Context: an optimization exercise on an open-source flow, tuned for small area and a short achievable clock period. The choices shown serve that exercise and are no tape-out recipe. The RTL was checked by simulation tests, not by an equivalence proof against the original design. Power figures rest on the tool's default switching activity, not on a simulated workload.

==> flow/design.v (outline; a module is shown in full before it is edited, if it fits) <==
// module mul_fa: 10 lines
// module mul_ha: 9 lines
// module mul_gp: 11 lines
// module mul_gp0: 8 lines
// module mul16_lane: 645 lines
// module arrmul: 41 lines
module arrmul (
  input  logic         clk,
  input  logic         reset,
  input  logic [0:127] reg_A,
  input  logic [0:127] reg_B,
  input  logic [0:1]   ctrl_ww,
  input  logic [0:4]   alu_op,
  output logic [0:127] result
);
  // ...
==> flow/flow/run.sh <==
#!/bin/bash
# Standard ORFS layout with extra make settings from flow/make_args.txt (one VAR=value per
# line): the port buffers' cell and timing-repair margins. make's full output goes to make.log.
set -euo pipefail
args=()
while IFS= read -r line; do
  [[ -z "$line" || "$line" == \#* ]] && continue
  args+=("$line")
done < flow/make_args.txt
bash standard.sh "${args[@]}" finish > make.log 2>&1
==> flow/flow/make_args.txt <==
BUFFER_PORTS_ARGS=-buffer_cell sky130_fd_sc_hd__buf_1
SETUP_SLACK_MARGIN=7
SKIP_GATE_CLONING=1
==> flow/standard.sh <==
#!/bin/bash
# synth_recipe.tcl (not shown) runs the flow's synth.tcl, then flattens the netlist and writes it again
# the make line also repeats each setting of config.mk as NAME=value (left out here)
make -C /OpenROAD-flow-scripts/flow DESIGN_CONFIG=/design/flow/config.mk WORK_HOME=/design/flow/orfs CLKGATE_MAP_FILE= SYNTH_SCRIPT=/design/flow/synth_recipe.tcl "${@:-finish}"
==> flow/config.mk <==
export PLATFORM = sky130hd
export DESIGN_NAME = arrmul
export DESIGN_NICKNAME = arrmul
export VERILOG_FILES = /design/flow/design.v
export SDC_FILE = /design/flow/constraint.sdc
export NUM_CORES = 4
export LEC_CHECK = 0
export CAP_MARGIN = 20
export CORE_MARGIN = 2
export CORE_UTILIZATION = 40
export SLEW_MARGIN = 20
export SYNTH_HIERARCHICAL = 1
==> flow/constraint.sdc <==
create_clock -name core_clock -period 15.0 [get_ports {clk}]
set_input_delay 3.0000 -clock core_clock [delete_from_list [all_inputs] [get_ports {clk}]]
set_output_delay 3.0000 -clock core_clock [all_outputs]
set_load 0.01 [all_outputs]
==> results.cfg, run 1 <==
[sta]
setup_viol = 0
max-slew-margin-rel_pct = 44.1

[detailed_routing]
top_layer = met4
drt_wl_total_um = 125000
dr.pass1.iters = 15
wl_per_cell_um = 24.4
wl_met3_um = 12200
drc = 0
wl_met2_um = 57800

[pwr]
ir_drop_uv = 96.6
powerDensity_nw_per_um2 = 36.6
pwr-share-seq_pct = 25.5

[layout]
postLayoutCoreUtil_pct = 48.7
finalNonFillerCells = 5108
buffers = 774
seq_cell_count = 128
nClkBuffers = 18
drive_gt1_share_pct = 14.6

[setup_path]
critPathMostFrequentCell = a21o_1

[yosys]
synth_top_area_cell = fa_1
ys_ff_latch = 128
synth_cells = 3337
syn_area_um2 = 34600
async_reset_ff_share_pct = 100
synthFlopType = dfrtp_1

[global_routing]
grt-ovfl-total = 0
use_met2_pct = 45.5
antenna_found_initial = 2
use_met1_pct = 37.2

[clocking]
cts-buffers-inserted = 17
post_cts_resized = 184

[floorplan]
ios = 393

[run_status]
status = no timing/DRC/antenna violations
==> module arrmul, before the edit <==
module arrmul (
  input  logic         clk,
  input  logic         reset,
  input  logic [0:127] reg_A,
  input  logic [0:127] reg_B,
  input  logic [0:1]   ctrl_ww,
  input  logic [0:4]   alu_op,
  output logic [0:127] result
);
  logic        mul, w8, w16, sgn, odd, valid;
  logic        sel_e, sel_o, sel_e16, sel_e8, sel_o16, sel_o8, sv, s8, s16;
  logic [31:0] prod [4];
  logic [0:127] nxt;
  assign mul = alu_op[0:2] == 3'b100;   
  assign w8 = ctrl_ww == arrmul_pkg::w8;
  assign w16 = ctrl_ww == arrmul_pkg::w16;
  assign sgn = alu_op[3];
  assign odd = alu_op[4];
  assign sel_e = ~odd;
  assign sel_o = odd;
  assign sel_e16 = ~odd & ctrl_ww[1];
  assign sel_e8 = ~odd & ~ctrl_ww[1];
  assign sel_o16 = odd & ctrl_ww[1];
  assign sel_o8 = odd & ~ctrl_ww[1];
  assign valid = mul & (w8 | w16);
  assign sv = mul & sgn & (w8 | w16);
  assign s8 = mul & sgn & w8;
  assign s16 = mul & sgn & w16;
  for (genvar k = 0; k < 4; k++) begin : g_lane
    mul16_lane u_mul (
      .xa(reg_A[32*k +: 32]), .xb(reg_B[32*k +: 32]),
      .sel_e(sel_e), .sel_o(sel_o), .sel_e16(sel_e16), .sel_e8(sel_e8), .sel_o16(sel_o16), .sel_o8(sel_o8),
      .valid(valid), .sv(sv), .s8(s8), .s16(s16), .p(prod[k])
    );
  end
  assign nxt = {prod[0], prod[1], prod[2], prod[3]};
  always_ff @(posedge clk or negedge reset) begin
    if (!reset) result <= '0;
    else result <= nxt;
  end
endmodule
==> run 2, diff against run 1 <==
--- a/flow/design.v
+++ b/flow/design.v
@@ -45,28 +45,37 @@
   input  logic gl,
   output logic g
 );
   assign g = gh | (ph & gl);
 endmodule
 module mul16_lane (
   input  logic [31:0] xa,
   input  logic [31:0] xb,
-  input  logic        sel_e,     
-  input  logic        sel_o,     
-  input  logic        sel_e16,   
-  input  logic        sel_e8,    
-  input  logic        sel_o16,   
-  input  logic        sel_o8,    
-  input  logic        valid,     
-  input  logic        sv,        
-  input  logic        s8,        
-  input  logic        s16,       
+  input  logic [0:1]  ctrl_ww,
+  input  logic [0:4]  alu_op,
   output logic [31:0] p
 );
+  logic mul, w8, w16, odd, sgn, valid, sv, s8, s16;
+  logic sel_e, sel_o, sel_e16, sel_e8, sel_o16, sel_o8;
+  assign mul = alu_op[0:2] == 3'b100;   
+  assign w8 = ctrl_ww == 2'd0;
+  assign w16 = ctrl_ww == 2'd1;
+  assign sgn = alu_op[3];
+  assign odd = alu_op[4];
+  assign sel_e = ~odd;
+  assign sel_o = odd;
+  assign sel_e16 = ~odd & ctrl_ww[1];
+  assign sel_e8 = ~odd & ~ctrl_ww[1];
+  assign sel_o16 = odd & ctrl_ww[1];
+  assign sel_o8 = odd & ~ctrl_ww[1];
+  assign valid = mul & (w8 | w16);
+  assign sv = mul & sgn & (w8 | w16);
+  assign s8 = mul & sgn & w8;
+  assign s16 = mul & sgn & w16;
   logic [15:0] a, b, ag, bg;
   assign a[15:8] = ({8{sel_e}} & xa[31:24]) | ({8{sel_o16}} & xa[15:8]) | ({8{sel_o8}} & xa[23:16]);
   assign a[7:0] = ({8{sel_o}} & xa[7:0]) | ({8{sel_e16}} & xa[23:16]) | ({8{sel_e8}} & xa[15:8]);
   assign b[15:8] = {8{valid}} & (({8{sel_e}} & xb[31:24]) | ({8{sel_o16}} & xb[15:8]) | ({8{sel_o8}} & xb[23:16]));
   assign b[7:0] = {8{valid}} & (({8{sel_o}} & xb[7:0]) | ({8{sel_e16}} & xb[23:16]) | ({8{sel_e8}} & xb[15:8]));
   assign ag = {8'h00, ({8{sel_o16}} & xa[7:0]) | ({8{sel_e16}} & xa[23:16])};
   assign bg = {8'h00, {8{valid}} & (({8{sel_o16}} & xb[7:0]) | ({8{sel_e16}} & xb[23:16]))};
   logic pp1, pp2, pp3, pp4, pp5, pp6, pp7, pp8, pp9, pp10, pp11, pp12, pp13, pp14, pp15, pp16;
@@ -118,17 +127,18 @@
   logic g737, p738, g739, p740, g741, p742, g743, p744, g745, p746, g747, p748, g749, p750, g751, p752;
   logic G753, P754, G755, P756, G757, P758, G759, P760, G761, P762, G763, P764, G765, P766, G767, P768;
   logic G769, P770, G771, P772, G773, P774, G775, P776, G777, P778, G779, P780, G781, P782, G783, P784;
   logic G785, P786, G787, P788, G789, P790, G791, P792, G793, P794, G795, P796, G797, P798, G799, P800;
   logic G801, P802, G803, P804, G805, P806, G807, P808, G809, P810, G811, P812, G813, P814, G815, P816;
   logic G817, P818, G819, P820, G821, P822, G823, P824, G825, P826, G827, P828, G829, P830, G831, P832;
   logic G833, P834, G835, P836, G837, P838, G839, P840, G841, P842, G843, P844, G845, P846, G847, P848;
   logic G849, P850, G851, P852, G853, P854, G855, P856, G857, P858, G859, P860, G861, P862, G863, P864;
-  logic G865, P866, G867, P868, G869, P870, G871, P872, G873, P874, G875, P876;
+  logic G865, P866, G867, P868, G869, P870, G871, P872, G873, P874, G875, P876, G877, P878, G879, P880;
+  logic G881, P882, G883, P884, G885, P886, G887, P888, G889, P890, G891, P892, G893, P894;
   assign pp1 = (a[0] & b[0]);
   assign pp2 = (a[0] & b[1]);
   assign pp3 = (a[0] & b[2]);
   assign pp4 = (a[0] & b[3]);
   assign pp5 = (a[0] & b[4]);
   assign pp6 = (a[0] & b[5]);
   assign pp7 = (a[0] & b[6]);
   assign pp8 = ((a[0] & b[7]) ^ s8);
@@ -640,96 +650,86 @@
   mul_gp0 u_G771 (.gh(g711), .ph(p712), .gl(G769), .g(G771));
   mul_gp0 u_G773 (.gh(g713), .ph(p714), .gl(G771), .g(G773));
   mul_gp0 u_G775 (.gh(g715), .ph(p716), .gl(G773), .g(G775));
   mul_gp0 u_G777 (.gh(g717), .ph(p718), .gl(G775), .g(G777));
   mul_gp0 u_G779 (.gh(g719), .ph(p720), .gl(G777), .g(G779));
   mul_gp0 u_G781 (.gh(g721), .ph(p722), .gl(G779), .g(G781));
   mul_gp0 u_G783 (.gh(g723), .ph(p724), .gl(G781), .g(G783));
   mul_gp0 u_G785 (.gh(g725), .ph(p726), .gl(G783), .g(G785));
-  mul_gp0 u_G787 (.gh(g727), .ph(p728), .gl(G785), .g(G787));
-  mul_gp u_G789 (.gh(g729), .ph(p730), .gl(g727), .pl(p728), .g(G789), .p(P790));
-  mul_gp0 u_G791 (.gh(G789), .ph(P790), .gl(G785), .g(G791));
-  mul_gp u_G793 (.gh(g731), .ph(p732), .gl(G789), .pl(P790), .g(G793), .p(P794));
-  mul_gp0 u_G795 (.gh(G793), .ph(P794), .gl(G785), .g(G795));
-  mul_gp u_G797 (.gh(g733), .ph(p734), .gl(G793), .pl(P794), .g(G797), .p(P798));
+  mul_gp u_G787 (.gh(g727), .ph(p728), .gl(g725), .pl(p726), .g(G787), .p(P788));
+  mul_gp0 u_G789 (.gh(G787), .ph(P788), .gl(G783), .g(G789));
+  mul_gp u_G791 (.gh(g729), .ph(p730), .gl(g727), .pl(p728), .g(G791), .p(P792));
+  mul_gp u_G793 (.gh(G791), .ph(P792), .gl(g725), .pl(p726), .g(G793), .p(P794));
+  mul_gp0 u_G795 (.gh(G793), .ph(P794), .gl(G783), .g(G795));
+  mul_gp u_G797 (.gh(g731), .ph(p732), .gl(G791), .pl(P792), .g(G797), .p(P798));
   mul_gp0 u_G799 (.gh(G797), .ph(P798), .gl(G785), .g(G799));
-  mul_gp u_G801 (.gh(g735), .ph(p736), .gl(g733), .pl(p734), .g(G801), .p(P802));
-  mul_gp u_G803 (.gh(G801), .ph(P802), .gl(G793), .pl(P794), .g(G803), .p(P804));
+  mul_gp u_G801 (.gh(g733), .ph(p734), .gl(g731), .pl(p732), .g(G801), .p(P802));
+  mul_gp u_G803 (.gh(G801), .ph(P802), .gl(G791), .pl(P792), .g(G803), .p(P804));
   mul_gp0 u_G805 (.gh(G803), .ph(P804), .gl(G785), .g(G805));
-  mul_gp u_G807 (.gh(g737), .ph(p738), .gl(G801), .pl(P802), .g(G807), .p(P808));
-  mul_gp u_G809 (.gh(G807), .ph(P808), .gl(G793), .pl(P794), .g(G809), .p(P810));
-  mul_gp0 u_G811 (.gh(G809), .ph(P810), .gl(G785), .g(G811));
-  mul_gp u_G813 (.gh(g739), .ph(p740), .gl(g737), .pl(p738), .g(G813), .p(P814));
-  mul_gp u_G815 (.gh(G813), .ph(P814), .gl(G801), .pl(P802), .g(G815), .p(P816));
-  mul_gp u_G817 (.gh(G815), .ph(P816), .gl(G793), .pl(P794), .g(G817), .p(P818));
-  mul_gp0 u_G819 (.gh(G817), .ph(P818), .gl(G785), .g(G819));
-  mul_gp u_G821 (.gh(g741), .ph(p742), .gl(G813), .pl(P814), .g(G821), .p(P822));
-  mul_gp u_G823 (.gh(G821), .ph(P822), .gl(G801), .pl(P802), .g(G823), .p(P824));
-  mul_gp u_G825 (.gh(G823), .ph(P824), .gl(G793), .pl(P794), .g(G825), .p(P826));
-  mul_gp0 u_G827 (.gh(G825), .ph(P826), .gl(G785), .g(G827));
-  mul_gp u_G829 (.gh(g743), .ph(p744), .gl(G821), .pl(P822), .g(G829), .p(P830));
-  mul_gp u_G831 (.gh(G829), .ph(P830), .gl(G801), .pl(P802), .g(G831), .p(P832));
-  mul_gp u_G833 (.gh(G831), .ph(P832), .gl(G793), .pl(P794), .g(G833), .p(P834));
-  mul_gp0 u_G835 (.gh(G833), .ph(P834), .gl(G785), .g(G835));
-  mul_gp u_G837 (.gh(g745), .ph(p746), .gl(g743), .pl(p744), .g(G837), .p(P838));
-  mul_gp u_G839 (.gh(G837), .ph(P838), .gl(G821), .pl(P822), .g(G839), .p(P840));
-  mul_gp u_G841 (.gh(G839), .ph(P840), .gl(G801), .pl(P802), .g(G841), .p(P842));
-  mul_gp u_G843 (.gh(G841), .ph(P842), .gl(G793), .pl(P794), .g(G843), .p(P844));
-  mul_gp0 u_G845 (.gh(G843), .ph(P844), .gl(G785), .g(G845));
-  mul_gp u_G847 (.gh(g747), .ph(p748), .gl(G837), .pl(P838), .g(G847), .p(P848));
-  mul_gp u_G849 (.gh(G847), .ph(P848), .gl(G821), .pl(P822), .g(G849), .p(P850));
-  mul_gp u_G851 (.gh(G849), .ph(P850), .gl(G801), .pl(P802), .g(G851), .p(P852));
-  mul_gp u_G853 (.gh(G851), .ph(P852), .gl(G793), .pl(P794), .g(G853), .p(P854));
-  mul_gp0 u_G855 (.gh(G853), .ph(P854), .gl(G785), .g(G855));
-  mul_gp u_G857 (.gh(g749), .ph(p750), .gl(G847), .pl(P848), .g(G857), .p(P858));
-  mul_gp u_G859 (.gh(G857), .ph(P858), .gl(G821), .pl(P822), .g(G859), .p(P860));
-  mul_gp u_G861 (.gh(G859), .ph(P860), .gl(G801), .pl(P802), .g(G861), .p(P862));
-  mul_gp u_G863 (.gh(G861), .ph(P862), .gl(G793), .pl(P794), .g(G863), .p(P864));
-  mul_gp0 u_G865 (.gh(G863), .ph(P864), .gl(G785), .g(G865));
-  mul_gp u_G867 (.gh(g751), .ph(p752), .gl(G857), .pl(P858), .g(G867), .p(P868));
-  mul_gp u_G869 (.gh(G867), .ph(P868), .gl(G821), .pl(P822), .g(G869), .p(P870));
-  mul_gp u_G871 (.gh(G869), .ph(P870), .gl(G801), .pl(P802), .g(G871), .p(P872));
-  mul_gp u_G873 (.gh(G871), .ph(P872), .gl(G793), .pl(P794), .g(G873), .p(P874));
-  mul_gp0 u_G875 (.gh(G873), .ph(P874), .gl(G785), .g(G875));
-  assign p = {(c692 ^ sv) ^ G875, p752 ^ G865, p750 ^ G855, p748 ^ G845, p746 ^ G835, p744 ^ G827, p742 ^ G819, p740 ^ G811, p738 ^ G805, p736 ^ G799, p734 ^ G795, p732 ^ G791, p730 ^ G787, p728 ^ G785, p726 ^ G783, p724 ^ G781, (p722 ^ s8) ^ G779, p720 ^ G777, p718 ^ G775, p716 ^ G773, p714 ^ G771, p712 ^ G769, p710 ^ G767, p708 ^ G765, p706 ^ G763, p704 ^ G761, p702 ^ G759, p700 ^ G757, p698 ^ G755, p696 ^ G753, p694 ^ 1'b0, pp1};
+  mul_gp u_G807 (.gh(g735), .ph(p736), .gl(g733), .pl(p734), .g(G807), .p(P808));
+  mul_gp u_G809 (.gh(G807), .ph(P808), .gl(g731), .pl(p732), .g(G809), .p(P810));
+  mul_gp u_G811 (.gh(G809), .ph(P810), .gl(G791), .pl(P792), .g(G811), .p(P812));
+  mul_gp0 u_G813 (.gh(G811), .ph(P812), .gl(G785), .g(G813));
+  mul_gp u_G815 (.gh(g731), .ph(p732), .gl(g729), .pl(p730), .g(G815), .p(P816));
+  mul_gp u_G817 (.gh(g737), .ph(p738), .gl(G807), .pl(P808), .g(G817), .p(P818));
+  mul_gp u_G819 (.gh(G817), .ph(P818), .gl(G815), .pl(P816), .g(G819), .p(P820));
+  mul_gp0 u_G821 (.gh(G819), .ph(P820), .gl(G789), .g(G821));
+  mul_gp u_G823 (.gh(g739), .ph(p740), .gl(g737), .pl(p738), .g(G823), .p(P824));
+  mul_gp u_G825 (.gh(G823), .ph(P824), .gl(G807), .pl(P808), .g(G825), .p(P826));
+  mul_gp u_G827 (.gh(G825), .ph(P826), .gl(G815), .pl(P816), .g(G827), .p(P828));
+  mul_gp0 u_G829 (.gh(G827), .ph(P828), .gl(G789), .g(G829));
+  mul_gp u_G831 (.gh(g741), .ph(p742), .gl(G823), .pl(P824), .g(G831), .p(P832));
+  mul_gp u_G833 (.gh(G831), .ph(P832), .gl(G807), .pl(P808), .g(G833), .p(P834));
+  mul_gp u_G835 (.gh(G833), .ph(P834), .gl(G815), .pl(P816), .g(G835), .p(P836));
+  mul_gp0 u_G837 (.gh(G835), .ph(P836), .gl(G789), .g(G837));
+  mul_gp u_G839 (.gh(g743), .ph(p744), .gl(g741), .pl(p742), .g(G839), .p(P840));
+  mul_gp u_G841 (.gh(G839), .ph(P840), .gl(G823), .pl(P824), .g(G841), .p(P842));
+  mul_gp u_G843 (.gh(G841), .ph(P842), .gl(G807), .pl(P808), .g(G843), .p(P844));
+  mul_gp u_G845 (.gh(G843), .ph(P844), .gl(G815), .pl(P816), .g(G845), .p(P846));
+  mul_gp0 u_G847 (.gh(G845), .ph(P846), .gl(G789), .g(G847));
+  mul_gp u_G849 (.gh(g745), .ph(p746), .gl(G839), .pl(P840), .g(G849), .p(P850));
+  mul_gp u_G851 (.gh(G849), .ph(P850), .gl(G823), .pl(P824), .g(G851), .p(P852));
+  mul_gp u_G853 (.gh(G851), .ph(P852), .gl(G807), .pl(P808), .g(G853), .p(P854));
+  mul_gp u_G855 (.gh(G853), .ph(P854), .gl(G815), .pl(P816), .g(G855), .p(P856));
+  mul_gp0 u_G857 (.gh(G855), .ph(P856), .gl(G789), .g(G857));
+  mul_gp u_G859 (.gh(g747), .ph(p748), .gl(g745), .pl(p746), .g(G859), .p(P860));
+  mul_gp u_G861 (.gh(G859), .ph(P860), .gl(G839), .pl(P840), .g(G861), .p(P862));
+  mul_gp u_G863 (.gh(G861), .ph(P862), .gl(G823), .pl(P824), .g(G863), .p(P864));
+  mul_gp u_G865 (.gh(G863), .ph(P864), .gl(G807), .pl(P808), .g(G865), .p(P866));
+  mul_gp u_G867 (.gh(G865), .ph(P866), .gl(G815), .pl(P816), .g(G867), .p(P868));
+  mul_gp0 u_G869 (.gh(G867), .ph(P868), .gl(G789), .g(G869));
+  mul_gp u_G871 (.gh(g749), .ph(p750), .gl(G859), .pl(P860), .g(G871), .p(P872));
+  mul_gp u_G873 (.gh(G871), .ph(P872), .gl(G839), .pl(P840), .g(G873), .p(P874));
+  mul_gp u_G875 (.gh(G873), .ph(P874), .gl(G823), .pl(P824), .g(G875), .p(P876));
+  mul_gp u_G877 (.gh(G875), .ph(P876), .gl(G807), .pl(P808), .g(G877), .p(P878));
+  mul_gp u_G879 (.gh(G877), .ph(P878), .gl(G815), .pl(P816), .g(G879), .p(P880));
+  mul_gp0 u_G881 (.gh(G879), .ph(P880), .gl(G789), .g(G881));
+  mul_gp u_G883 (.gh(g751), .ph(p752), .gl(G871), .pl(P872), .g(G883), .p(P884));
+  mul_gp u_G885 (.gh(G883), .ph(P884), .gl(G839), .pl(P840), .g(G885), .p(P886));
+  mul_gp u_G887 (.gh(G885), .ph(P886), .gl(G823), .pl(P824), .g(G887), .p(P888));
+  mul_gp u_G889 (.gh(G887), .ph(P888), .gl(G807), .pl(P808), .g(G889), .p(P890));
+  mul_gp u_G891 (.gh(G889), .ph(P890), .gl(G815), .pl(P816), .g(G891), .p(P892));
+  mul_gp0 u_G893 (.gh(G891), .ph(P892), .gl(G789), .g(G893));
+  assign p = {(c692 ^ sv) ^ G893, p752 ^ G881, p750 ^ G869, p748 ^ G857, p746 ^ G847, p744 ^ G837, p742 ^ G829, p740 ^ G821, p738 ^ G813, p736 ^ G805, p734 ^ G799, p732 ^ G795, p730 ^ G789, p728 ^ G785, p726 ^ G783, p724 ^ G781, (p722 ^ s8) ^ G779, p720 ^ G777, p718 ^ G775, p716 ^ G773, p714 ^ G771, p712 ^ G769, p710 ^ G767, p708 ^ G765, p706 ^ G763, p704 ^ G761, p702 ^ G759, p700 ^ G757, p698 ^ G755, p696 ^ G753, p694 ^ 1'b0, pp1};
 endmodule
 module arrmul (
   input  logic         clk,
   input  logic         reset,
   input  logic [0:127] reg_A,
   input  logic [0:127] reg_B,
   input  logic [0:1]   ctrl_ww,
   input  logic [0:4]   alu_op,
   output logic [0:127] result
 );
-  logic        mul, w8, w16, sgn, odd, valid;
-  logic        sel_e, sel_o, sel_e16, sel_e8, sel_o16, sel_o8, sv, s8, s16;
   logic [31:0] prod [4];
   logic [0:127] nxt;
-  assign mul = alu_op[0:2] == 3'b100;   
-  assign w8 = ctrl_ww == arrmul_pkg::w8;
-  assign w16 = ctrl_ww == arrmul_pkg::w16;
-  assign sgn = alu_op[3];
-  assign odd = alu_op[4];
-  assign sel_e = ~odd;
-  assign sel_o = odd;
-  assign sel_e16 = ~odd & ctrl_ww[1];
-  assign sel_e8 = ~odd & ~ctrl_ww[1];
-  assign sel_o16 = odd & ctrl_ww[1];
-  assign sel_o8 = odd & ~ctrl_ww[1];
-  assign valid = mul & (w8 | w16);
-  assign sv = mul & sgn & (w8 | w16);
-  assign s8 = mul & sgn & w8;
-  assign s16 = mul & sgn & w16;
   for (genvar k = 0; k < 4; k++) begin : g_lane
     mul16_lane u_mul (
-      .xa(reg_A[32*k +: 32]), .xb(reg_B[32*k +: 32]),
-      .sel_e(sel_e), .sel_o(sel_o), .sel_e16(sel_e16), .sel_e8(sel_e8), .sel_o16(sel_o16), .sel_o8(sel_o8),
-      .valid(valid), .sv(sv), .s8(s8), .s16(s16), .p(prod[k])
+      .xa(reg_A[32*k +: 32]), .xb(reg_B[32*k +: 32]), .ctrl_ww(ctrl_ww), .alu_op(alu_op), .p(prod[k])
     );
   end
   assign nxt = {prod[0], prod[1], prod[2], prod[3]};
   always_ff @(posedge clk or negedge reset) begin
     if (!reset) result <= '0;
     else result <= nxt;
   end
 endmodule
==> flow/flow/make_args.txt (replaced) <==
BUFFER_PORTS_ARGS=-buffer_cell sky130_fd_sc_hd__buf_1
SETUP_SLACK_MARGIN=5
==> run 2 against run 1 <==
- still clean
- fmax fell by 11%
- die area is 7.2% higher
- worst setup slack got worse by 1.1 ns
- critical path depth decreased by 4
- synthesized cell count increased by 7.5%
- non-clock buffer count decreased by 338
- first-iteration DRC count is 50% lower
- total power decreased by 4.8%
- utilization shrank 4.8 points
- sequential power about the same
- sequential share of layout area increased by 0.24 points
- highest routed layer is now met5
==> results.cfg, run 2 <==
[detailed_routing]
dr.pass1.iters = 6
drt_wl_total_um = 112000
wl_per_cell_um = 21.7
vias = 28000
first_iter_violations = 1831
drc = 0
postRouteAntennaNets = 0
vias_per_cell = 5.41

[floorplan]
fp.coreArea_um2 = 91900
initial_utilization_pct = 40.4
core.rowCount = 111
die_h_um = 309
die_w_um = 309
dieArea_um2 = 95400
ios = 393

[sta]
rsz0062_at_grt = no
min_period_ns = 9.79
worst_pin_slew_ns = 1.12
max_freq_ghz = 0.102
hold_ws_ns = 2.49
setup_ws_ns = 5.21
maxSlewViolCount = 0
hold_viol = 0
setup_viol = 0
period_share_pct = 65.2
max-slew-margin-rel_pct = 23.6
timing.setup.tns_ns = 0

[yosys]
ys_types = 32
synth_top_area_cell = fa_1
syn_area_um2 = 37200
async_reset_ff_share_pct = 100
syn_nets = 4845
synth_common_cells = nor2_1 (948), fa_1 (788), a21o_1 (284)
ys_warn_count = 8
ys_ff_latch = 128
synthFlopType = dfrtp_1
synth-edff-count = 0
yosysTopAreaCellShare_pct = 42.4
synth_sequential_area_ratio_pct = 8.62
syn_avg_cell_area_um2 = 10.4
yosys-top-cells-area = fa_1 (42%), nor2_1 (9.6%), dfrtp_1 (8.6%), ha_1 (6.9%), mux2i_1 (6.5%)
synth_cells = 3588
synth_most_common_cell = nor2_1

[layout]
largest_reg_flops = 128
top_regs = result (128)
drive_gt1_share_pct = 7.38
n_antenna_cell = 0
nets = 5172
top_register = result
mostFrequentLayoutCells = nor2_1 (948), fa_1 (788), buf_1 (389), a21o_1 (284), mux2i_1 (240)
final_common_cell = nor2_1
syn_to_final_growth_pct = 8.67

[pwr]
powerDensity_nw_per_um2 = 35.9
ir_drop_uv = 94.5
p_leak_nw = 23.4

[setup_path]
worstPathArrival_ns = 10.18
crit_chain = buf_6 -> buf_12 -> mux2i_2 -> nor2_1 -> fa_1 -> fa_1 -> fa_1 -> fa_1 -> fa_1 -> ha_1 -> a21o_1 -> a21o_1 -> a21o_1 -> a21o_1 -> a21o_1 -> a21o_1 -> a21o_1 -> a21o_1 -> a21o_1 -> xor2_1 -> xnor2_1
critical_path_required_ns = 15.39
path_buf_inv = 2
worst_setup_path_end_kind = register
slowest_stage = mux2i_2
critPathKind = primary input to register
cp-start-kind = primary input
critPathMostFrequentCell = a21o_1
crit_family = adder cells
cp_max_fo = 113
slowest_delay_ns = 1.00

[global_routing]
antenna_found_initial = 2
track_usage_pct = 24.4
grt-ovfl-total = 0
grt_pass1_vias = 30400
grt_first_pass_wirelength_um = 177000
grt_max_degree = 114

[clocking]
cts-buffers-inserted = 17
htreeDepth = 4
clock-sinks = 128
holdBufCountCts = 0
cts_root_buf = clkbuf_16
path_clk_slew_ns = 0.08
cts_buffer_depth = 2
tritoncts = built
post_cts_buffers = 0

[placed_design]
globalplace.congestion = 0.923
numPortBuffers = 392
dp_hpwl_um = 91200
place_ws_ns = 4.32

[run_status]
status = no timing/DRC/antenna violations

[min_path]
min_path_type = primary input to async pin

[job]
cap_violations = 0
[run 2: cell count changes after synthesis, sizes merged, moves of 64 or more]
cell    previous run  this run
mux2i              0       304
a222oi           128         0
nor3             120         8
nor2             842       948
xor2             224       120
xnor2             80         8
a21bo              0        64
a21oi              0        64
a22o              64         0
mux2               0        64
nand3b            64         0
[run 2: cell families (layout without fill, tap and decap cells)]
kind of cell / after synthesis / after routing / share of synthesized area [%]
and+or+nand+nor: 1344 / 1344 / 15.9
adders and majority gates: 992 / 992 / 49.3
AOI/OAI and AO/OA: 484 / 484 / 9.69
muxes: 368 / 368 / 11.2
buffers and inverters: 140 / 480 / 2.15
xor gates and xnor gates: 128 / 128 / 3.02
DFF: 128 / 128 / 8.62
other: 4 / 4 / 0.0404
[run 2: final timing paths]
kind                           start           to  slack [ns]  cells past startpoint
max in group asynchronous      reset   result[46]       11.20                      2
setup / recovery           alu_op[4]   result[32]        5.21                     21
hold / removal                 reset  result[121]        2.49                      1
min in group core_clock    reg_B[31]   result[31]        2.96                      4
[run 2: layer usage]
layer / share of wire, % / up-vias / track usage [%]
met5: 0.022 / - / 0
met4: 3.0 / 4 / 7.83
met3: 7.4 / 191 / 5.12
met2: 48 / 1091 / 39.8
met1: 42 / 14200 / 32.5
li1: - / 12400 / -
[run 2: report_power, final]
part / internal [mW] / total (mW) / leakage [nW] / switching [mW]
sequential: 0.375 / 0.390 / 1.74 / 0.0146
clock: 0.223 / 0.437 / 0.265 / 0.214
combinational: 0.220 / 0.625 / 21.4 / 0.404
[run 2: cell type report]
class	instances	area (µm²)
timing repair buffer	436	1840
tap	1243	1560
sequential	128	3200
inverter	12	45.0
multi-input combinational	3320	33200
fill	9033	51500
clock inverter	12	97.6
clock buffer	20	457
[run 2: timing repair]
| item | 4_1_cts | 5_1_grt |
|---|---|---|
| pin swaps | 0 | 0 |
| endpoints found under the setup margin | 1 | 41 |
| gates cloned | 0 | 0 |
| gates resized for setup | 3 | 7 |
[run 2: Yosys stat by module (local to each module, per instance)]
| module | copies in the design | cells inside | area (µm²) |
|---|---|---|---|
| arrmul | 1 | 128 | 3200 |
| mul_fa | 788 | 1 | 20.0 |
| mul_gp | 164 | 2 | 13.8 |
| mul_gp0 | 120 | 1 | 7.51 |
| mul_ha | 204 | 1 | 12.5 |
| mul16_lane | 4 | 505 | 3120 |
[run 2: through the flow]
step | total power, mW | util [%] | std cells | area (µm²)
finish | 1.45 | 43.9 | 5171 | 40400
global route | 1.54 | 43.9 | 5171 | 40400
CTS | 1.48 | 43.9 | 5171 | 40400
detailed placement | 1.01 | 43.3 | 5139 | 39800
global placement | 1.01 | 43.3 | 5139 | 39800
floorplan | 0.781 | - | 3588 | 37200

## afterwards: timing with drivers on the ports
In the flow no input, the clock included, has a driving cell. The finished layouts below were timed again as built, in two steps.
Step 1: set_driving_cell puts a clkbuf_16 on clk and a buf_2 on each other input, an assumption about the parent block.
Step 2 moves the port delays by t, midway between the first and last clock arrival at a register: inputs arrive t later, outputs are due t later. That takes back most of the time a late clock gives input paths.
Three values: ideal, step 1, step 2; two values: the first two.
run | t (ns) | setup slack, ns | worst setup path at the end | worst register clock-pin slew, ns | worst slew at a driven data input, ns
run 1 | 0.576 | 6.315 / 6.327 / 5.751 | input to register | 0.08 / 0.08 | 0.11
run 2 | 0.580 | 5.215 / 5.245 / 4.665 | input to register | 0.08 / 0.08 | 0.09
After both steps every run listed still meets setup and hold. For run 1, which loses most, drivers alone change the setup slack by +0.012 ns; drivers and shift together by -0.564 ns.
